Context: an optimization exercise on an open-source flow, tuned for small area and a short achievable clock period. The choices shown serve that exercise and are no tape-out recipe.
Only simulation tests tie the RTL to the original design; equivalence was not proved.
Power figures rest on the tool's default switching activity, not on a simulated workload.

==> flow/design.v <==
module sdram_burst_bridge #(
  parameter int DW         = 16,
  parameter int AW         = 24,
  parameter int FIFO_DEPTH = 256,
  parameter int MAX_BURST  = 256,
  parameter int COL_W      = 9
) (
  input  logic                        sys_clk,
  input  logic                        rst_n,
  input  logic                        cmd_valid,
  output logic                        cmd_ready,
  input  logic                        cmd_write,
  input  logic [AW-1:0]               cmd_addr,
  input  logic [9:0]                  cmd_len,
  input  logic                        wr_data_valid,
  output logic                        wr_data_ready,
  input  logic [DW-1:0]               wr_data,
  output logic                        rd_data_valid,
  output logic [DW-1:0]               rd_data,
  output logic                        busy,
  output logic                        done,
  output logic                        err,
  output logic [$clog2(FIFO_DEPTH):0] fifo_level,
  input  logic                        sdram_init_done,
  output logic                        sdram_wr_req,
  input  logic                        sdram_wr_ack,
  output logic [23:0]                 sdram_wr_addr,
  output logic [9:0]                  sdram_wr_burst,
  output logic [DW-1:0]               sdram_din,
  output logic                        sdram_rd_req,
  input  logic                        sdram_rd_ack,
  output logic [23:0]                 sdram_rd_addr,
  output logic [9:0]                  sdram_rd_burst,
  input  logic [DW-1:0]               sdram_dout
);
  localparam int PW   = $clog2(FIFO_DEPTH);
  localparam int LW   = PW + 1;
  localparam int PAGE = 1 << COL_W;
  localparam int NG   = (FIFO_DEPTH - 1) / 3;    
  logic s_idle_q, s_check_q, s_wait_q, s_wrq_q, s_wx_q, s_rrq_q, s_rx_q, s_done_q;
  logic s_idle_d, s_check_d, s_wait_d, s_wrq_d, s_wx_d, s_rrq_d, s_rx_d, s_done_d;
  logic          run_q;
  logic          rdy_q;         
  logic          err_q, rd_valid_q;
  logic          write_q;
  logic [AW-1:0] addr_q;
  logic [9:0]    len_q;
  logic [DW-1:0] rd_data_q;
  logic [LW-1:0] count_q, count_d, count_inc, count_dec;
  logic          push, pop, take, bad, enough;
  logic          push_q, hold_q, flip_q;
  logic [DW-1:0] in_q, in_enc;
  logic [FIFO_DEPTH:2][DW-1:0] arr_q, arr_d;
  logic [DW-1:0] head_q, head_d, arr_rd, second;
  logic [15:0]   lo_q, hi_q;    
  logic          top_q;         
  logic [LW-1:0] idx_d;
  logic [FIFO_DEPTH:2] sel;
  logic [NG-1:0] grp_n [DW];
  assign push = wr_data_valid && run_q && !count_q[PW];
  assign pop  = sdram_wr_ack && (s_wrq_q || s_wx_q) && (count_q != '0);
  assign take = cmd_valid && rdy_q && sdram_init_done;
  assign in_enc = in_q ^ {DW{flip_q}};
  for (genvar j = 2; j <= FIFO_DEPTH; j++) begin : g_word
    for (genvar b = 0; b < DW; b++) begin : g_bit
      sdram_bridge_oai22 u_cell (
        .a1(arr_q[j][b]),
        .a2(push_q),
        .b1(j == 2 ? in_enc[b] : arr_q[j-1][b]),
        .b2(hold_q),
        .y (arr_d[j][b])
      );
    end
  end
  always_ff @(posedge sys_clk) begin
    arr_q <= arr_d;
    in_q  <= wr_data;
  end
  always_comb begin
    for (int j = 2; j < FIFO_DEPTH; j++) sel[j] = lo_q[j % 16] && hi_q[j / 16];
    sel[FIFO_DEPTH] = top_q;
  end
  for (genvar b = 0; b < DW; b++) begin : g_rd
    for (genvar g = 0; g < NG; g++) begin : g_grp
      sdram_bridge_aoi222 u_aoi (
        .a1(arr_q[3*g+2][b]), .a2(sel[3*g+2]),
        .b1(arr_q[3*g+3][b]), .b2(sel[3*g+3]),
        .c1(arr_q[3*g+4][b]), .c2(sel[3*g+4]),
        .y (grp_n[b][g])
      );
    end
    assign arr_rd[b] = !(&grp_n[b]) ^ flip_q;
  end
  assign second = (push_q && count_q == LW'(2)) ? in_q : arr_rd;
  assign head_d = pop ? ((count_q == LW'(1)) ? wr_data : second)
                      : ((count_q == '0)     ? wr_data : head_q);
  assign count_inc = count_q + LW'(1);
  assign count_dec = count_q - LW'(1);
  always_comb begin
    count_d = count_q;
    if (push && !pop) count_d = count_inc;
    else if (pop && !push) count_d = count_dec;
  end
  assign idx_d = pop ? count_dec : count_q;
  always_ff @(posedge sys_clk) begin
    head_q    <= head_d;
    rd_data_q <= sdram_dout;
    if (s_idle_q) begin
      addr_q  <= cmd_addr;
      len_q   <= cmd_len;
      write_q <= cmd_write;
    end
  end
  assign bad = (len_q == '0) || (32'(len_q) > MAX_BURST) ||
               (11'(len_q) + 11'(addr_q[COL_W-1:0]) > 11'(PAGE));
  assign enough = 32'(count_q) >= 32'(len_q);
  assign s_idle_d  = (s_idle_q && !take) || (s_check_q && bad) || s_done_q;
  assign s_check_d = s_idle_q && take;
  assign s_wait_d  = ((s_check_q && !bad && write_q) || s_wait_q) && !enough;
  assign s_wrq_d   = ((s_check_q && !bad && write_q) || s_wait_q) && enough || (s_wrq_q && !sdram_wr_ack);
  assign s_wx_d    = (s_wrq_q || s_wx_q) && sdram_wr_ack;
  assign s_rrq_d   = (s_check_q && !bad && !write_q) || (s_rrq_q && !sdram_rd_ack);
  assign s_rx_d    = (s_rrq_q || s_rx_q) && sdram_rd_ack;
  assign s_done_d  = (s_wx_q && !sdram_wr_ack) || (s_rx_q && !sdram_rd_ack);
  always_ff @(posedge sys_clk or negedge rst_n) begin
    if (!rst_n) begin
      s_idle_q   <= 1'b1;
      s_check_q  <= 1'b0;
      s_wait_q   <= 1'b0;
      s_wrq_q    <= 1'b0;
      s_wx_q     <= 1'b0;
      s_rrq_q    <= 1'b0;
      s_rx_q     <= 1'b0;
      s_done_q   <= 1'b0;
      run_q      <= 1'b0;
      rdy_q      <= 1'b0;
      err_q      <= 1'b0;
      rd_valid_q <= 1'b0;
      count_q    <= '0;
      push_q     <= 1'b0;
      hold_q     <= 1'b1;
      flip_q     <= 1'b0;
      lo_q       <= 16'd1;
      hi_q       <= 16'd1;
      top_q      <= 1'b0;
    end else begin
      s_idle_q   <= s_idle_d;
      s_check_q  <= s_check_d;
      s_wait_q   <= s_wait_d;
      s_wrq_q    <= s_wrq_d;
      s_wx_q     <= s_wx_d;
      s_rrq_q    <= s_rrq_d;
      s_rx_q     <= s_rx_d;
      s_done_q   <= s_done_d;
      run_q      <= 1'b1;
      rdy_q      <= s_idle_d;
      err_q      <= s_check_q && bad;
      rd_valid_q <= sdram_rd_ack && (s_rrq_q || s_rx_q);
      count_q    <= count_d;
      push_q     <= push;
      hold_q     <= !push;
      flip_q     <= !flip_q;
      for (int k = 0; k < 16; k++) begin
        lo_q[k] <= (idx_d[3:0] == 4'(k));
        hi_q[k] <= (idx_d[7:4] == 4'(k));
      end
      top_q      <= idx_d[PW];
    end
  end
  assign cmd_ready      = rdy_q && sdram_init_done;
  assign wr_data_ready  = run_q && !count_q[PW];
  assign rd_data_valid  = rd_valid_q;
  assign rd_data        = rd_data_q;
  assign busy           = !s_idle_q;
  assign done           = s_done_q;
  assign err            = err_q;
  assign fifo_level     = count_q;
  assign sdram_wr_req   = s_wrq_q;
  assign sdram_wr_addr  = 24'(addr_q);
  assign sdram_wr_burst = len_q;
  assign sdram_din      = head_q;
  assign sdram_rd_req   = s_rrq_q;
  assign sdram_rd_addr  = 24'(addr_q);
  assign sdram_rd_burst = len_q;
endmodule
module sdram_bridge_oai22 (
  input  logic a1, a2, b1, b2,
  output logic y
);
  assign y = !((a1 || a2) && (b1 || b2));
endmodule
module sdram_bridge_aoi222 (
  input  logic a1, a2, b1, b2, c1, c2,
  output logic y
);
  assign y = !((a1 && a2) || (b1 && b2) || (c1 && c2));
endmodule
==> flow/flow/run.sh <==
#!/bin/bash
# Layout: the standard flow (standard.sh, standard synthesis included),
# with only the port buffers changed: every input and output port is still
# buffered, by sky130_fd_sc_hd__buf_2 instead of the default delay buffer.
# make's output goes to standard_flow.log; each step's log is under orfs/logs/.
set -euo pipefail
cd "$(dirname "$0")/.."
bash standard.sh "BUFFER_PORTS_ARGS=-buffer_cell sky130_fd_sc_hd__buf_2" finish > standard_flow.log 2>&1
==> flow/standard.sh <==
#!/bin/bash
# synth_recipe.tcl (not shown) runs the flow's synth.tcl, then flattens the netlist and writes it again
# the make line also repeats each setting of config.mk as NAME=value (left out here)
make -C /OpenROAD-flow-scripts/flow DESIGN_CONFIG=/design/flow/config.mk WORK_HOME=/design/flow/orfs CLKGATE_MAP_FILE= SYNTH_SCRIPT=/design/flow/synth_recipe.tcl "${@:-finish}"
==> flow/config.mk <==
export PLATFORM = sky130hd
export DESIGN_NAME = sdram_burst_bridge
export DESIGN_NICKNAME = sdram_burst_bridge
export VERILOG_FILES = /design/flow/design.v
export SDC_FILE = /design/flow/constraint.sdc
export NUM_CORES = 4
export LEC_CHECK = 0
export CAP_MARGIN = 20
export CORE_MARGIN = 2
export CORE_UTILIZATION = 55
export CTS_CLUSTER_DIAMETER = 60
export CTS_CLUSTER_SIZE = 25
export SETUP_SLACK_MARGIN = 0.5
export SLEW_MARGIN = 20
export SYNTH_HIERARCHICAL = 1
==> flow/constraint.sdc <==
create_clock -name core_clock -period 10.0 [get_ports {sys_clk}]
set_input_delay 2.0000 -clock core_clock [delete_from_list [all_inputs] [get_ports {sys_clk}]]
set_output_delay 2.0000 -clock core_clock [all_outputs]
set_load 0.01 [all_outputs]
==> summary.txt, run 1 <==
- Nets: 11.4k
- Clock Latency Late Sink: 0.90 ns
- Mapped cell area: approximately 0.13 mm^2
- Synth cell types: 56
- RSZ-0062 raised after global routing: no
- Layout cell share with drive strength beyond 1: 6.87%
- Worst VDD drop: roughly 0.25 mV
- Worst Slack Setup Final: just under 5 ns
- Ys async rst share: under 10%
- Compound-Gate Fraction of Synth Area: between 30% and 40%
- Drt first pass iters: 14
- FILL cells: 19.3k
- Slew headroom: roughly 7.6%
- PostCTS Resize Cnt: 0
- Worst Path Required: ~11 ns
- Startpoint Class: flip-flop
- Dpl hpwl: slightly above 300000 um
- CP max FO: 20
- Syn_nets: roughly 11k
- Post-synth top cells: dfxtp_1 (4112), o22ai_1 (4084), a222oi_1 (1360)
- # hold bufs at CTS: 0
- Worst hold path class: flip-flop to flip-flop
- Post-Place Worst Slack: 5.12 ns
- CTS Sinks: approximately 4.2k
- Slowest cell on crit path: a222oi_1
- Die ar.: ~0.24 mm^2
- Number of placement rows: ~180
- CTS root buf: clkbuf_16
- Tcrit/Tclk final: between 50% and 60%
- Fin Hold WS: roughly 0.44 ns
- Pin count of the biggest net entering global routing: around 250
- Syn. warnings: 8
- Total Power: approximately 43 mW
- Tot GR Track Use: a little under two fifths
- DRT Wirelength: 472000 um
- CTS tree: built
- Worst Max-Slew Pin Slew: roughly 1.4 ns
- Die Ht: just under 500 um
- Critical path launch point: lo_q[10]
- # IOs: 191
- TritonCTS Buffers: 217
- Critical path type: flip-flop to flip-flop
- Synth Register Bits: 4219
- Wire length per cell: between 30 and 40 um
- Cell count after synthesis: 10.8k
- Crit path cell chain: buf_4, and2_1, a222oi_1, nand4_1, nor4_2, buf_4, nand4_1, nor4_1, xnor2_1, mux2i_1, o21ai_0
- CP Capture Type: flip-flop
- Initial antenna violation count: 43
- Final setup violation count: 0
- Max cap viols: 0
- Core footprint: 0.238 mm^2
- PwrDens: around 300 mW/mm^2
- EDFF count, synth: 51
- Drt drc: 0
- Sequential-to-total area share from yosys stat: around 65%
- Postcts setup bufs: 0
- Number of global-route vias before repair: just under 100k
- Initial drt markers: around 22k
- Fmax: just under 0.2 GHz
- Leak: between 50 and 60 nW
- Main combinational cell family by area after synthesis: compound AO/OA/AOI/OAI gates
- Post-synthesis mux area share: 0.129%
- Sum Neg Setup Slack: 0 ns
- R2r startpoint: lo_q[10]
- Sequential Area: roughly 0.085 mm^2
- Initial core utilization: 55.3%
- Slowest stage delay, CP: roughly 0.83 ns
- First-pass GRT wire length: about 680000 um
- Die W: 493 um
- Status: timing/DRC/antenna clean
- Routed via count: between 100k and 150k
- H-tree depth: 4
- Most numerous cell in the Yosys netlist: dfxtp_1
- Worst Path Arrival: approximately 5.7 ns
- Worst Min Path Start: arr_q[715]
- Synth Area in Adders: less than 1%
- Area Growth Syn to Fin: 10.6%
- Via-per-instance ratio: around 7.6
- Post-Synth XOR/XNOR Area: less than 1%
- Port Buf Inserts: 190
- Clk pin slew, worst setup/hold paths: approximately 0.1 ns
- Hold Fails Final Rpt: 0
- GP Congestion: 0.948
- Synth Flop Type: dfxtp_1
- Max Transition Viols Final: 0
- Period minus WS final: 5.04 ns
- Antenna Nets Post-Route: 0
- Longest Clk Path Bufs: 3
- Congestion Overflow GR: 0
- Max Clock Skew: 0.0306 ns
- Mean Syn Cell Area: roughly 12 um^2
- Area contributors post-synth: dfxtp_1 (63%), o22ai_1 (19%), a222oi_1 (10%), nand4_1 (1.6%), and2_1 (1.2%)
- Multi-input gate area: roughly 0.046 mm^2
- Simple-gate share of the synthesized area: just under 4%
- Cell taking the most area after synthesis: dfxtp_1
- Synth top area share: a little over three fifths
[power breakdown]
group          internal [mW]  switching [mW]
combinational           3.04            4.14
sequential              21.2            4.24
clock                   4.73            5.79
total                   28.9            14.2
[worst max-delay path, delay by kind of cell, from the launching register on]
kind	cells	cell delay [ns]
xor gates and xnor gates	1	0.12
muxes	1	0.15
buffers and inverters	2	0.58
and+or+nand+nor	5	2.53
AOI/OAI and AO/OA	2	0.92
DFF	1	0.40
[registers in the layout, summed over array words and instances, names as in the netlist, 9 cells and up]
register / count
rd_data_q: 16
arr_q: 4080
count_q: 9
hi_q: 16
in_q: 16
head_q: 16
len_q: 10
lo_q: 16
addr_q: 24
[cell type report]
cell class | count | area share, %
multi-input cells | 6477 | 31.5
flip-flops and latches | 4219 | 58.6
clock buffers | 254 | 4.03
diodes | 53 | 0.0911
clock inverters | 120 | 0.983
inverters | 29 | 0.0748
well taps | 3167 | 2.72
repair buffers | 406 | 2.03
[modules after synthesis, one instance, submodules excluded]
module	cell area [um^2]	times used	flops+latches
sdram_bridge_oai22	6.26	4080	0
sdram_bridge_aoi222	10.0	1360	0
sdram_burst_bridge	92400	1	4219
[cell families after synthesis]
family	Yosys count
adder cells (fa/ha/maj)	24
other	1
XOR/XNOR	48
multiplexers	17
AO/OA/AOI/OAI	5536
AND/OR/NAND/NOR	851
buffers and inverters	115
flip-flops	4219
[cells in the final DEF, fill, tap and decap left out, types with 11 or more instances in the layout]
| cell | n |
|---|---|
| or4_1 | 16 |
| clkinv_2 | 15 |
| o22ai_1 | 4084 |
| buf_12 | 27 |
| dfxtp_1 | 4112 |
| buf_2 | 191 |
| xnor2_1 | 25 |
| dfrtp_1 | 46 |
| nand2_1 | 47 |
| clkinv_4 | 23 |
| nor4_1 | 76 |
| a31oi_1 | 11 |
| inv_1 | 29 |
| o21ai_0 | 30 |
| nand4_1 | 341 |
| clkbuf_1 | 18 |
| edfxtp_1 | 51 |
| ha_1 | 23 |
| a222oi_1 | 1360 |
| clkbuf_16 | 226 |
| inv_6 | 30 |
| and2_1 | 253 |
| mux2i_1 | 17 |
| diode_2 | 53 |
| nor2_1 | 57 |
| xor2_1 | 23 |
| a21oi_1 | 18 |
| nand3_1 | 21 |
| bufinv_16 | 15 |
| nor3_1 | 12 |
| buf_4 | 184 |
[layer usage]
layer	global-route usage [%]	vias to the layer above	routed length (um)
met5	0	-	167
li1	-	49400	-
met2	52.8	6470	201000
met1	53.4	55500	195000
met3	7.63	905	53500
met4	15.6	26	21900
[worst paths after layout]
path	cells past startpoint	end	slack (ns)
min in group asynchronous	2	s_done_q	1.34
hold / removal	1	arr_q[731]	0.44
hold reg to reg	1	arr_q[731]	0.44
max in group asynchronous	2	flip_q	7.90
setup reg to reg	11	head_q[6]	4.96
setup / recovery	11	head_q[6]	4.96
[through the flow]
step           instances  util (%)  area, um^2
6_report           14700      61.2      146000
5_1_grt            14700      61.1      145000
4_1_cts            14700      61.1      145000
3_5_place_dp       14300      58.0      138000
3_3_place_gp       14300      58.0      138000
2_1_floorplan      10800         -      132000
==> run 2, diff against run 1 <==
--- a/flow/design.v
+++ b/flow/design.v
@@ -51,7 +51,7 @@
   logic          push_q, hold_q, flip_q;
   logic [DW-1:0] in_q, in_enc;
   logic [FIFO_DEPTH:2][DW-1:0] arr_q, arr_d;
-  logic [DW-1:0] head_q, head_d, arr_rd, second;
+  logic [DW-1:0] head_q, head_d, arr_rd, rd_raw, second;
   logic [15:0]   lo_q, hi_q;    
   logic          top_q;         
   logic [LW-1:0] idx_d;
@@ -89,7 +89,57 @@
         .y (grp_n[b][g])
       );
     end
-    assign arr_rd[b] = !(&grp_n[b]) ^ flip_q;
+    begin : g_tree
+      logic t0_0, t0_1, t0_2, t0_3, t0_4, t0_5, t0_6, t0_7, t0_8, t0_9, t0_10, t0_11, t0_12, t0_13, t0_14, t0_15, t0_16, t0_17, t0_18, t0_19, t0_20, t0_21, t0_22, t0_23, t0_24, t0_25, t0_26, t0_27, t0_28, t1_0, t1_1, t1_2, t1_3, t1_4, t1_5, t1_6, t1_7, t1_8, t1_9, t2_0, t2_1, t2_2, t2_3, t3_0, t3_1, t4_0;
+      sdram_bridge_nand3 u_t0_0 (.a(grp_n[b][0]), .b(grp_n[b][1]), .c(grp_n[b][2]), .y(t0_0));
+      sdram_bridge_nand3 u_t0_1 (.a(grp_n[b][3]), .b(grp_n[b][4]), .c(grp_n[b][5]), .y(t0_1));
+      sdram_bridge_nand3 u_t0_2 (.a(grp_n[b][6]), .b(grp_n[b][7]), .c(grp_n[b][8]), .y(t0_2));
+      sdram_bridge_nand3 u_t0_3 (.a(grp_n[b][9]), .b(grp_n[b][10]), .c(grp_n[b][11]), .y(t0_3));
+      sdram_bridge_nand3 u_t0_4 (.a(grp_n[b][12]), .b(grp_n[b][13]), .c(grp_n[b][14]), .y(t0_4));
+      sdram_bridge_nand3 u_t0_5 (.a(grp_n[b][15]), .b(grp_n[b][16]), .c(grp_n[b][17]), .y(t0_5));
+      sdram_bridge_nand3 u_t0_6 (.a(grp_n[b][18]), .b(grp_n[b][19]), .c(grp_n[b][20]), .y(t0_6));
+      sdram_bridge_nand3 u_t0_7 (.a(grp_n[b][21]), .b(grp_n[b][22]), .c(grp_n[b][23]), .y(t0_7));
+      sdram_bridge_nand3 u_t0_8 (.a(grp_n[b][24]), .b(grp_n[b][25]), .c(grp_n[b][26]), .y(t0_8));
+      sdram_bridge_nand3 u_t0_9 (.a(grp_n[b][27]), .b(grp_n[b][28]), .c(grp_n[b][29]), .y(t0_9));
+      sdram_bridge_nand3 u_t0_10 (.a(grp_n[b][30]), .b(grp_n[b][31]), .c(grp_n[b][32]), .y(t0_10));
+      sdram_bridge_nand3 u_t0_11 (.a(grp_n[b][33]), .b(grp_n[b][34]), .c(grp_n[b][35]), .y(t0_11));
+      sdram_bridge_nand3 u_t0_12 (.a(grp_n[b][36]), .b(grp_n[b][37]), .c(grp_n[b][38]), .y(t0_12));
+      sdram_bridge_nand3 u_t0_13 (.a(grp_n[b][39]), .b(grp_n[b][40]), .c(grp_n[b][41]), .y(t0_13));
+      sdram_bridge_nand3 u_t0_14 (.a(grp_n[b][42]), .b(grp_n[b][43]), .c(grp_n[b][44]), .y(t0_14));
+      sdram_bridge_nand3 u_t0_15 (.a(grp_n[b][45]), .b(grp_n[b][46]), .c(grp_n[b][47]), .y(t0_15));
+      sdram_bridge_nand3 u_t0_16 (.a(grp_n[b][48]), .b(grp_n[b][49]), .c(grp_n[b][50]), .y(t0_16));
+      sdram_bridge_nand3 u_t0_17 (.a(grp_n[b][51]), .b(grp_n[b][52]), .c(grp_n[b][53]), .y(t0_17));
+      sdram_bridge_nand3 u_t0_18 (.a(grp_n[b][54]), .b(grp_n[b][55]), .c(grp_n[b][56]), .y(t0_18));
+      sdram_bridge_nand3 u_t0_19 (.a(grp_n[b][57]), .b(grp_n[b][58]), .c(grp_n[b][59]), .y(t0_19));
+      sdram_bridge_nand3 u_t0_20 (.a(grp_n[b][60]), .b(grp_n[b][61]), .c(grp_n[b][62]), .y(t0_20));
+      sdram_bridge_nand3 u_t0_21 (.a(grp_n[b][63]), .b(grp_n[b][64]), .c(grp_n[b][65]), .y(t0_21));
+      sdram_bridge_nand3 u_t0_22 (.a(grp_n[b][66]), .b(grp_n[b][67]), .c(grp_n[b][68]), .y(t0_22));
+      sdram_bridge_nand3 u_t0_23 (.a(grp_n[b][69]), .b(grp_n[b][70]), .c(grp_n[b][71]), .y(t0_23));
+      sdram_bridge_nand3 u_t0_24 (.a(grp_n[b][72]), .b(grp_n[b][73]), .c(grp_n[b][74]), .y(t0_24));
+      sdram_bridge_nand3 u_t0_25 (.a(grp_n[b][75]), .b(grp_n[b][76]), .c(grp_n[b][77]), .y(t0_25));
+      sdram_bridge_nand3 u_t0_26 (.a(grp_n[b][78]), .b(grp_n[b][79]), .c(grp_n[b][80]), .y(t0_26));
+      sdram_bridge_nand2 u_t0_27 (.a(grp_n[b][81]), .b(grp_n[b][82]), .y(t0_27));
+      sdram_bridge_nand2 u_t0_28 (.a(grp_n[b][83]), .b(grp_n[b][84]), .y(t0_28));
+      sdram_bridge_nor3 u_t1_0 (.a(t0_0), .b(t0_1), .c(t0_2), .y(t1_0));
+      sdram_bridge_nor3 u_t1_1 (.a(t0_3), .b(t0_4), .c(t0_5), .y(t1_1));
+      sdram_bridge_nor3 u_t1_2 (.a(t0_6), .b(t0_7), .c(t0_8), .y(t1_2));
+      sdram_bridge_nor3 u_t1_3 (.a(t0_9), .b(t0_10), .c(t0_11), .y(t1_3));
+      sdram_bridge_nor3 u_t1_4 (.a(t0_12), .b(t0_13), .c(t0_14), .y(t1_4));
+      sdram_bridge_nor3 u_t1_5 (.a(t0_15), .b(t0_16), .c(t0_17), .y(t1_5));
+      sdram_bridge_nor3 u_t1_6 (.a(t0_18), .b(t0_19), .c(t0_20), .y(t1_6));
+      sdram_bridge_nor3 u_t1_7 (.a(t0_21), .b(t0_22), .c(t0_23), .y(t1_7));
+      sdram_bridge_nor3 u_t1_8 (.a(t0_24), .b(t0_25), .c(t0_26), .y(t1_8));
+      sdram_bridge_nor2 u_t1_9 (.a(t0_27), .b(t0_28), .y(t1_9));
+      sdram_bridge_nand3 u_t2_0 (.a(t1_0), .b(t1_1), .c(t1_2), .y(t2_0));
+      sdram_bridge_nand3 u_t2_1 (.a(t1_3), .b(t1_4), .c(t1_5), .y(t2_1));
+      sdram_bridge_nand2 u_t2_2 (.a(t1_6), .b(t1_7), .y(t2_2));
+      sdram_bridge_nand2 u_t2_3 (.a(t1_8), .b(t1_9), .y(t2_3));
+      sdram_bridge_nor2 u_t3_0 (.a(t2_0), .b(t2_1), .y(t3_0));
+      sdram_bridge_nor2 u_t3_1 (.a(t2_2), .b(t2_3), .y(t3_1));
+      sdram_bridge_nand2 u_t4_0 (.a(t3_0), .b(t3_1), .y(t4_0));
+      assign rd_raw[b] = t4_0;
+    end
+    assign arr_rd[b] = rd_raw[b] ^ flip_q;
   end
   assign second = (push_q && count_q == LW'(2)) ? in_q : arr_rd;
   assign head_d = pop ? ((count_q == LW'(1)) ? wr_data : second)
@@ -195,3 +245,27 @@
 );
   assign y = !((a1 && a2) || (b1 && b2) || (c1 && c2));
 endmodule
+module sdram_bridge_nand2 (
+  input  logic a, b,
+  output logic y
+);
+  assign y = !(a && b);
+endmodule
+module sdram_bridge_nand3 (
+  input  logic a, b, c,
+  output logic y
+);
+  assign y = !(a && b && c);
+endmodule
+module sdram_bridge_nor2 (
+  input  logic a, b,
+  output logic y
+);
+  assign y = !(a || b);
+endmodule
+module sdram_bridge_nor3 (
+  input  logic a, b, c,
+  output logic y
+);
+  assign y = !(a || b || c);
+endmodule
--- a/flow/config.mk
+++ b/flow/config.mk
@@ -7,9 +7,10 @@
 export LEC_CHECK = 0
 export CAP_MARGIN = 20
 export CORE_MARGIN = 2
-export CORE_UTILIZATION = 55
+export CORE_UTILIZATION = 45
 export CTS_CLUSTER_DIAMETER = 60
 export CTS_CLUSTER_SIZE = 25
+export PLACE_DENSITY = 0.5
 export SETUP_SLACK_MARGIN = 0.5
 export SLEW_MARGIN = 20
 export SYNTH_HIERARCHICAL = 1
==> summary.txt, run 2 <==
- Status: finished with violations (was timing/DRC/antenna clean)
- Layout check fault list: antenna rules
- Synth Flop Type: dfxtp_1 (unchanged)
- Main combinational cell family by area after synthesis: compound AO/OA/AOI/OAI gates (unchanged)
- Critical path type: flip-flop to flip-flop (unchanged)
- Die Ht: 547 um (was 493 um)
- Tcrit/Tclk final: 47.9% (was 50.4%)
- Worst Max-Slew Pin Slew: 1.20 ns (was 1.39 ns)
- Top flop regs: arr_q: 4080 flops, addr_q: 24 flops (unchanged)
- EDFF count, synth: 51 (unchanged)
- Post-synth top cells: dfxtp_1 (4112), o22ai_1 (4083), a222oi_1 (1360) (was dfxtp_1 (4112), o22ai_1 (4084), a222oi_1 (1360))
- Leak: 55.1 nW (was 52.8 nW)
- Period minus WS final: 4.79 ns (was 5.04 ns)
- Wire length per cell: 26.4 um (was 32.0 um)
- CTS tree: built (unchanged)
- Routed via count: 109k (was 112k)
- Simple-gate share of the synthesized area: 4.92% (was 3.85%)
- Worst hold path class: flip-flop to flip-flop (unchanged)
- First-pass GRT wire length: 625000 um (was 677000 um)
- Postcts setup bufs: 0 (unchanged)
- Crit path cell chain: and2_1, a222oi_1, nand3_1, nor3_2, nand3_1, nor2_1, nand2_1, xnor2_1, nor2_1, a21oi_1, o21ai_0 (was buf_4, and2_1, a222oi_1, nand4_1, nor4_2, buf_4, nand4_1, nor4_1, xnor2_1, mux2i_1, o21ai_0)
- Number of global-route vias before repair: 100k (was 99.1k)
- Die W: 547 um (was 493 um)
- Syn. warnings: 8 (unchanged)
- Post-synthesis mux area share: 0.0301% (was 0.129%)
- PostCTS Resize Cnt: 0 (unchanged)
- Tot GR Track Use: 26.3% (was 36.7%)
- Slew headroom: 19.9% (was 7.60%)
- Number of placement rows: 199 (was 179)
- Largest register FFs: 4080 (unchanged)
- Antenna Nets Post-Route: 1 (was 0)
- RSZ-0062 raised after global routing: no (unchanged)
- Area contributors post-synth: dfxtp_1 (62%), o22ai_1 (19%), a222oi_1 (10%), nand3_1 (1.8%), and2_1 (1.2%) (was dfxtp_1 (63%), o22ai_1 (19%), a222oi_1 (10%), nand4_1 (1.6%), and2_1 (1.2%))
- Initial antenna violation count: 24 (was 43)
- TritonCTS Buffers: 285 (was 217)
- GP Congestion: 0.864 (was 0.948)
- Layout cell share with drive strength beyond 1: 8.34% (was 6.87%)
- Core Util, Final: 51.0% (was 61.2%)
- Post-Synth XOR/XNOR Area: 0.303% (was 0.320%)
- Dpl hpwl: 266000 um (was 312000 um)
- Core footprint: 0.294 mm^2 (was 0.238 mm^2)
- CTS root buf: clkbuf_16 (unchanged)
- Nets: 11.7k (was 11.4k)
- Port Buf Inserts: 190 (unchanged)
- Synth Register Bits: 4219 (unchanged)
- Sum Neg Setup Slack: 0 ns (unchanged)
- CP max FO: 23 (was 20)
- Max Transition Viols Final: 0 (unchanged)
- Commonest non-fill, non-tap cell in the layout: dfxtp_1 (unchanged)
- PwrDens: 298 mW/mm^2 (was 296 mW/mm^2)
- Compound-Gate Fraction of Synth Area: 29.9% (was 30.2%)
- # IOs: 191 (unchanged)
- Synth cell types: 59 (was 56)
- Area Growth Syn to Fin: 12.7% (was 10.6%)
- Max Clock Skew: 0.0277 ns (was 0.0306 ns)
- H-tree depth: 5 (was 4)
- Clk pin slew, worst setup/hold paths: 0.10 ns (about the same)
- Hold Fails Final Rpt: 0 (unchanged)
- Slowest cell on crit path: dfrtp_2 (was a222oi_1)
- Pin count of the biggest net entering global routing: 243 (was 248)
- Drt drc: 0 (unchanged)
- Worst Path Arrival: 5.39 ns (was 5.67 ns)
- Mean Syn Cell Area: 12.0 um^2 (was 12.2 um^2)
- Ys async rst share: 1.33% (unchanged)
- Most frequent cells in the layout: dfxtp_1 (4112), o22ai_1 (4083), a222oi_1 (1360), nand3_1 (469), clkbuf_16 (299) (was dfxtp_1 (4112), o22ai_1 (4084), a222oi_1 (1360), nand4_1 (341), and2_1 (253))
- Max cap viols: 0 (unchanged)
- Mapped cell area: 0.133 mm^2 (was 0.132 mm^2)
- Cell taking the most area after synthesis: dfxtp_1 (unchanged)
- CTS Sinks: 4219 (unchanged)
- Slowest stage delay, CP: 0.78 ns (was 0.83 ns)
- Synth Area in Adders: 0.232% (was 0.234%)
- Sequential-to-total area share from yosys stat: 64.1% (was 64.8%)
- Worst Path Required: 10.60 ns (was 10.63 ns)
- Congestion Overflow GR: 0 (unchanged)
- CP Capture Type: flip-flop (unchanged)
- Cell count after synthesis: 11.1k (was 10.8k)
- Initial drt markers: 16.0k (was 21.7k)
- Top reg by flops: arr_q (unchanged)
- Die ar.: 0.300 mm^2 (was 0.243 mm^2)
- Clock Latency Late Sink: 0.91 ns (was 0.90 ns)
- Via-per-instance ratio: 6.87 (was 7.63)
- Most numerous cell in the Yosys netlist: dfxtp_1 (unchanged)
- DRT Wirelength: 418000 um (was 472000 um)
- Startpoint Class: flip-flop (unchanged)
- Worst VDD drop: 0.185 mV (was 0.245 mV)
- # hold bufs at CTS: 0 (unchanged)
- Longest Clk Path Bufs: 4 (was 3)
- Syn_nets: 11.2k (was 10.9k)
- Final setup violation count: 0 (unchanged)
- Drt first pass iters: 14 (unchanged)
- Synth top area share: 61.9% (was 62.6%)
- Initial core utilization: 45.2% (was 55.3%)
- Fmax: 0.209 GHz (was 0.198 GHz)
## run 2: kinds of logic (layout without fill, tap and decap cells)
logic type / Yosys count / after routing
XOR/XNOR: 46 / 46
AND/OR/NAND/NOR: 1148 / 1148
other: 1 / 42
multiplexers: 4 / 4
flip-flops: 4219 / 4219
AO/OA/AOI/OAI: 5548 / 5548
adder cells (fa/ha/maj): 24 / 24
buffers and inverters: 117 / 864
## run 2: critical path: cells and delay by family, from the launching register on
family	cells	cell delay (ns)
xor+xnor	1	0.17
flops	1	0.78
simple gates	7	2.59
compound gates	3	0.91
## run 2: through the flow
step,power [mW],setup slack [ns],instance area (um^2),hold slack [ns],instances
detailed placement,32.1,4.96,140000,0.437,15300
CTS,44.8,5.30,150000,0.438,15800
finish,44.6,5.21,150000,0.440,15800
global route,46.6,5.24,150000,0.451,15800
global placement,31.8,4.56,140000,0.427,15300
floorplan,29.4,-11.99,133000,0.422,11100
## run 2: report_power, final
part           switching (mW)  leakage (nW)  internal [mW]
registers                3.88          35.9           21.2
clock network            6.42          4.81           6.35
logic                    3.93          14.4           2.86
## run 2: cell type report
cell class	instances	area (um^2)
clock buffers	335	7770
well taps	3919	4900
fillers	26200	144000
diodes	41	103
inverters	28	105
repair buffers	328	2370
clock inverters	173	2210
multi-input cells	6771	47100
flip-flops and latches	4219	85300
## run 2: routing by layer
layer / global-route usage [%] / vias up / part of all wire (%)
met2: 42.8 / 3546 / 47
met3: 2.88 / 583 / 5.6
li1: - / 50200 / -
met5: 0 / - / 0.0072
met1: 36.0 / 54300 / 44
met4: 9.73 / 4 / 3.5
## run 2: path summary, 6_finish.rpt
path,cells after the start,startpoint,slack (ns),endpoint
max,11,lo_q[5],5.21,head_q[14]
min,1,arr_q[2862],0.44,arr_q[2878]
max reg2reg,11,lo_q[5],5.21,head_q[14]
min reg2reg,1,arr_q[2862],0.44,arr_q[2878]
max in group asynchronous,1,rst_n,8.03,lo_q[11]
min in group asynchronous,1,rst_n,1.21,hi_q[11]
## run 2: Yosys stat by module (local to each module, per instance)
| module | cells inside | flops+latches | area [um^2] |
|---|---|---|---|
| sdram_bridge_nand2 | 1 | 0 | 3.75 |
| sdram_bridge_nor2 | 1 | 0 | 3.75 |
| sdram_bridge_aoi222 | 1 | 0 | 10.0 |
| sdram_bridge_oai22 | 1 | 0 | 6.26 |
| sdram_bridge_nor3 | 1 | 0 | 10.0 |
| sdram_bridge_nand3 | 1 | 0 | 5.00 |
| sdram_burst_bridge | 4931 | 4219 | 89500 |
==> run 3, diff against run 2 <==
--- a/flow/design.v
+++ b/flow/design.v
@@ -41,6 +41,7 @@
   logic s_idle_d, s_check_d, s_wait_d, s_wrq_d, s_wx_d, s_rrq_d, s_rx_d, s_done_d;
   logic          run_q;
   logic          rdy_q;         
+  logic          busy_q;        
   logic          err_q, rd_valid_q;
   logic          write_q;
   logic [AW-1:0] addr_q;
@@ -184,6 +185,7 @@
       s_done_q   <= 1'b0;
       run_q      <= 1'b0;
       rdy_q      <= 1'b0;
+      busy_q     <= 1'b0;
       err_q      <= 1'b0;
       rd_valid_q <= 1'b0;
       count_q    <= '0;
@@ -204,6 +206,7 @@
       s_done_q   <= s_done_d;
       run_q      <= 1'b1;
       rdy_q      <= s_idle_d;
+      busy_q     <= !s_idle_d;
       err_q      <= s_check_q && bad;
       rd_valid_q <= sdram_rd_ack && (s_rrq_q || s_rx_q);
       count_q    <= count_d;
@@ -221,7 +224,7 @@
   assign wr_data_ready  = run_q && !count_q[PW];
   assign rd_data_valid  = rd_valid_q;
   assign rd_data        = rd_data_q;
-  assign busy           = !s_idle_q;
+  assign busy           = busy_q;
   assign done           = s_done_q;
   assign err            = err_q;
   assign fifo_level     = count_q;
--- a/flow/config.mk
+++ b/flow/config.mk
@@ -7,10 +7,9 @@
 export LEC_CHECK = 0
 export CAP_MARGIN = 20
 export CORE_MARGIN = 2
-export CORE_UTILIZATION = 45
+export CORE_UTILIZATION = 55
 export CTS_CLUSTER_DIAMETER = 60
 export CTS_CLUSTER_SIZE = 25
-export PLACE_DENSITY = 0.5
 export SETUP_SLACK_MARGIN = 0.5
 export SLEW_MARGIN = 20
 export SYNTH_HIERARCHICAL = 1
==> summary.txt, run 3 <==
- Max Transition Viols Final: 0 (unchanged)
- Worst Max-Slew Pin Slew: 1.20 ns (about the same)
- Multi-input gate area: 0.0471 mm^2 (about the same)
- Synth Flop Type: dfxtp_1 (unchanged)
- Nets: 11.7k (about the same)
- Number of global-route vias before repair: 99.3k (was 100k)
- PwrDens: 291 mW/mm^2 (was 298 mW/mm^2)
- Die ar.: 0.246 mm^2 (was 0.300 mm^2)
- Cell taking the most area after synthesis: dfxtp_1 (unchanged)
- FILL cells: 19.7k (was 26.2k)
- Ys async rst share: 1.35% (was 1.33%)
- Initial drt markers: 17.7k (was 16.0k)
- Wire length per cell: 27.4 um (was 26.4 um)
- TritonCTS Buffers: 218 (was 285)
- Post-Synth XOR/XNOR Area: 0.310% (was 0.303%)
- Most frequent cells in the layout: dfxtp_1 (4112), o22ai_1 (4083), a222oi_1 (1360), nand3_1 (469), and2_1 (256) (was dfxtp_1 (4112), o22ai_1 (4083), a222oi_1 (1360), nand3_1 (469), clkbuf_16 (299))
- Tot GR Track Use: 31.3% (was 26.3%)
- Synth top area share: 61.9% (about the same)
- Top flop regs: arr_q: 4080 flops, addr_q: 24 flops (unchanged)
- Area Growth Syn to Fin: 9.90% (was 12.7%)
- Post-synth top cells: dfxtp_1 (4112), o22ai_1 (4083), a222oi_1 (1360) (unchanged)
- FF-to-FF setup slack: 5.12 ns (was 5.21 ns)
- Initial core utilization: 55.3% (was 45.2%)
- Worst hold path class: flip-flop to flip-flop (unchanged)
- R2r startpoint: lo_q[10] (was lo_q[5])
- # placed instances: 14.5k (was 15.3k)
- Worst Slack Setup Final: 5.12 ns (was 5.21 ns)
- First-pass GRT wire length: 608000 um (was 625000 um)
- Met2 wire length: 188000 um (was 197000 um)
- Fmax: 0.205 GHz (was 0.209 GHz)
- Critical path launch point: lo_q[10] (was lo_q[5])
- CTS tree: built (unchanged)
- Initial antenna violation count: 21 (was 24)
- DRT met1 WL: 172000 um (was 182000 um)
- Tcrit/Tclk final: 48.8% (was 47.9%)
- Status: timing/DRC/antenna clean (was finished with violations)
- Die W: 496 um (was 547 um)
- # hold bufs at CTS: 0 (unchanged)
- Die Ht: 496 um (was 547 um)
- Antenna Nets Post-Route: 0 (was 1)
- Syn. warnings: 8 (unchanged)
- Fin Hold WS: 0.439 ns (was 0.440 ns)
- CTS root buf: clkbuf_16 (unchanged)
- Sequential-to-total area share from yosys stat: 64.1% (about the same)
- Largest register FFs: 4080 (unchanged)
- Worst setup path end: head_q[0] (was head_q[14])
- Pin count of the biggest net entering global routing: 282 (was 243)
- Worst Min Path Start: arr_q[630] (was arr_q[2862])
- PostCTS Resize Cnt: 0 (unchanged)
- Number of placement rows: 180 (was 199)
- Longest Clk Path Bufs: 3 (was 4)
- CTS Sinks: 4220 (was 4219)
- Slew headroom: 19.9% (about the same)
- Congestion Overflow GR: 0 (unchanged)
- Startpoint Class: flip-flop (unchanged)
- Synth Register Bits: 4220 (was 4219)
- Top reg by flops: arr_q (unchanged)
- Port Buf Inserts: 190 (unchanged)
- # IOs: 191 (unchanged)
- H-tree depth: 4 (was 5)
- DR WL met3: 30400 um (was 23500 um)
- CP max FO: 16 (was 23)
- Commonest non-fill, non-tap cell in the layout: dfxtp_1 (unchanged)
- Clk pin slew, worst setup/hold paths: 0.10 ns (about the same)
- Max cap viols: 0 (unchanged)
- Compound-Gate Fraction of Synth Area: 29.9% (about the same)
- Clock Latency Late Sink: 0.90 ns (was 0.91 ns)
- Most numerous cell in the Yosys netlist: dfxtp_1 (unchanged)
- Post-synthesis mux area share: 0.0301% (about the same)
- Hold Fails Final Rpt: 0 (unchanged)
- Critical path type: flip-flop to flip-flop (unchanged)
- RSZ-0062 raised after global routing: no (unchanged)
- GP Congestion: 0.880 (was 0.864)
- DRT Wirelength: 409000 um (was 418000 um)
- Drt drc: 0 (unchanged)
- Dpl hpwl: 258000 um (was 266000 um)
- Worst Path Arrival: 5.51 ns (was 5.39 ns)
- Sequential Area: 0.0853 mm^2 (about the same)
- FF-to-FF End: head_q[0] (was head_q[14])
- Worst reg2reg path depth: 12 (was 11)
- Leak: 53.8 nW (was 55.1 nW)
- Core footprint: 0.241 mm^2 (was 0.294 mm^2)
- Max Clock Skew: 0.0353 ns (was 0.0277 ns)
- Area contributors post-synth: dfxtp_1 (62%), o22ai_1 (19%), a222oi_1 (10%), nand3_1 (1.8%), and2_1 (1.2%) (unchanged)
- Synth Area in Adders: 0.232% (about the same)
- CP Capture Type: flip-flop (unchanged)
- Postcts setup bufs: 0 (unchanged)
- Worst VDD drop: 0.211 mV (was 0.185 mV)
- Syn_nets: 11.2k (about the same)
- Mean Syn Cell Area: 12.0 um^2 (about the same)
- Cell count after synthesis: 11.1k (about the same)
- Drt first pass iters: 14 (unchanged)
- Simple-gate share of the synthesized area: 4.93% (was 4.92%)
- Final setup violation count: 0 (unchanged)
- Period minus WS final: 4.88 ns (was 4.79 ns)
- Worst Path Required: 10.63 ns (was 10.60 ns)
- Synth cell types: 57 (was 59)
- Non-filler instance count after layout: 14.9k (was 15.8k)
- Layout cell share with drive strength beyond 1: 7.16% (was 8.34%)
- Via-per-instance ratio: 7.30 (was 6.87)
- Mapped cell area: 0.133 mm^2 (about the same)
- DR top layer: met5 (unchanged)
- EDFF count, synth: 51 (unchanged)
- Sum Neg Setup Slack: 0 ns (unchanged)
- Routed via count: 109k (about the same)
- Post-Place Worst Slack: 5.30 ns (was 4.96 ns)
- Main combinational cell family by area after synthesis: compound AO/OA/AOI/OAI gates (unchanged)
==> run 3: power by group <==
group	leakage [nW]	total, mW	switching (mW)	internal [mW]
combinational	14.4	7.03	4.17	2.86
clock	3.54	10.5	5.71	4.75
sequential	35.9	25.0	3.82	21.2
==> run 3: how the worst min path moves through the flow <==
stage | to | slack, ns | depth (start not counted)
floorplan | arr_q[4064] | 0.42 | 1
global placement | arr_q[1384] | 0.43 | 1
detailed placement | arr_q[839] | 0.44 | 1
CTS | arr_q[1427] | 0.43 | 1
global route | arr_q[475] | 0.45 | 1
finish | arr_q[646] | 0.44 | 1
==> run 3: critical path, cell delays in order, from the launching register on <==
cell and delay (ns):
dfrtp_1 0.50, buf_4 0.35, and2_1 0.57, a222oi_1 0.58, nand3_1 0.23, nor3_2 0.51, nand3_1 0.46, nor2_1 0.55
nand2_1 0.28, xnor2_1 0.24, nor2_1 0.11, a21oi_1 0.15, o21ai_1 0.08
==> run 3: area by class of cell <==
| type | count | share of cell area, % |
|---|---|---|
| Tap cell | 3185 | 2.73 |
| Sequential cell | 4220 | 58.4 |
| Antenna cell | 16 | 0.0274 |
| Multi-Input combinational cell | 6773 | 32.2 |
| Clock buffer | 258 | 4.02 |
| Timing Repair Buffer | 320 | 1.55 |
| Inverter | 27 | 0.0694 |
| Clock inverter | 127 | 0.988 |
==> run 3: modules after synthesis, one instance, submodules excluded <==
module,copies in the design,flops+latches
sdram_burst_bridge,1,4220
sdram_bridge_aoi222,1360,0
sdram_bridge_nand2,80,0
sdram_bridge_nor3,144,0
sdram_bridge_oai22,4080,0
sdram_bridge_nor2,48,0
sdram_bridge_nand3,464,0
==> run 3: cells by family after synthesis <==
logic type,count (synthesis)
compound gates,5547
flops,4220
simple gates,1150
buf+inv,116
xor+xnor,47
fa+ha+maj,24
mux,4
other cells,1
==> run 3: stage by stage <==
step | util (%) | instance area (um^2) | total power, mW
6_report | 60.7 | 146000 | 42.5
3_5_place_dp | 57.7 | 139000 | 32.2
2_1_floorplan | - | 133000 | 29.4
4_1_cts | 60.7 | 146000 | 42.5
3_3_place_gp | 57.7 | 139000 | 31.8
5_1_grt | 60.7 | 146000 | 44.2
==> run 3: per-layer routing <==
metal | vias to the layer above | GRT usage, %
met5 | - | 0
met4 | 8 | 13.6
li1 | 49800 | -
met3 | 657 | 4.20
met2 | 4490 | 49.3
met1 | 54000 | 43.4

-- static timing again, ports no longer ideal --
The flow's constraints put no driver on any port. The routed layouts listed below were extracted and timed again, unchanged, in two steps.
Step 1, drivers: a clkbuf_16 drives sys_clk and a buf_2 each remaining input, both assumed.
Step 2 also shifts input and output timing later by t, the mid clock arrival at the registers, as if the neighbouring blocks saw the same clock.
Slacks: no drivers / after step 1 / after step 2; pairs: no drivers / after step 1.
run | t (ns) | setup slack, ns | slew at the worst register clock pin (ns)
run 1 | 0.982 | 4.957 / 4.957 / 4.957 | 0.10 / 0.10
run 2 | 0.994 | 5.212 / 5.212 / 4.891 | 0.10 / 0.10
run 3 | 0.982 | 5.120 / 5.120 / 5.120 | 0.10 / 0.10
For run 2, which loses most, drivers alone change the setup slack by 0.000 ns; drivers and shift together by -0.321 ns.
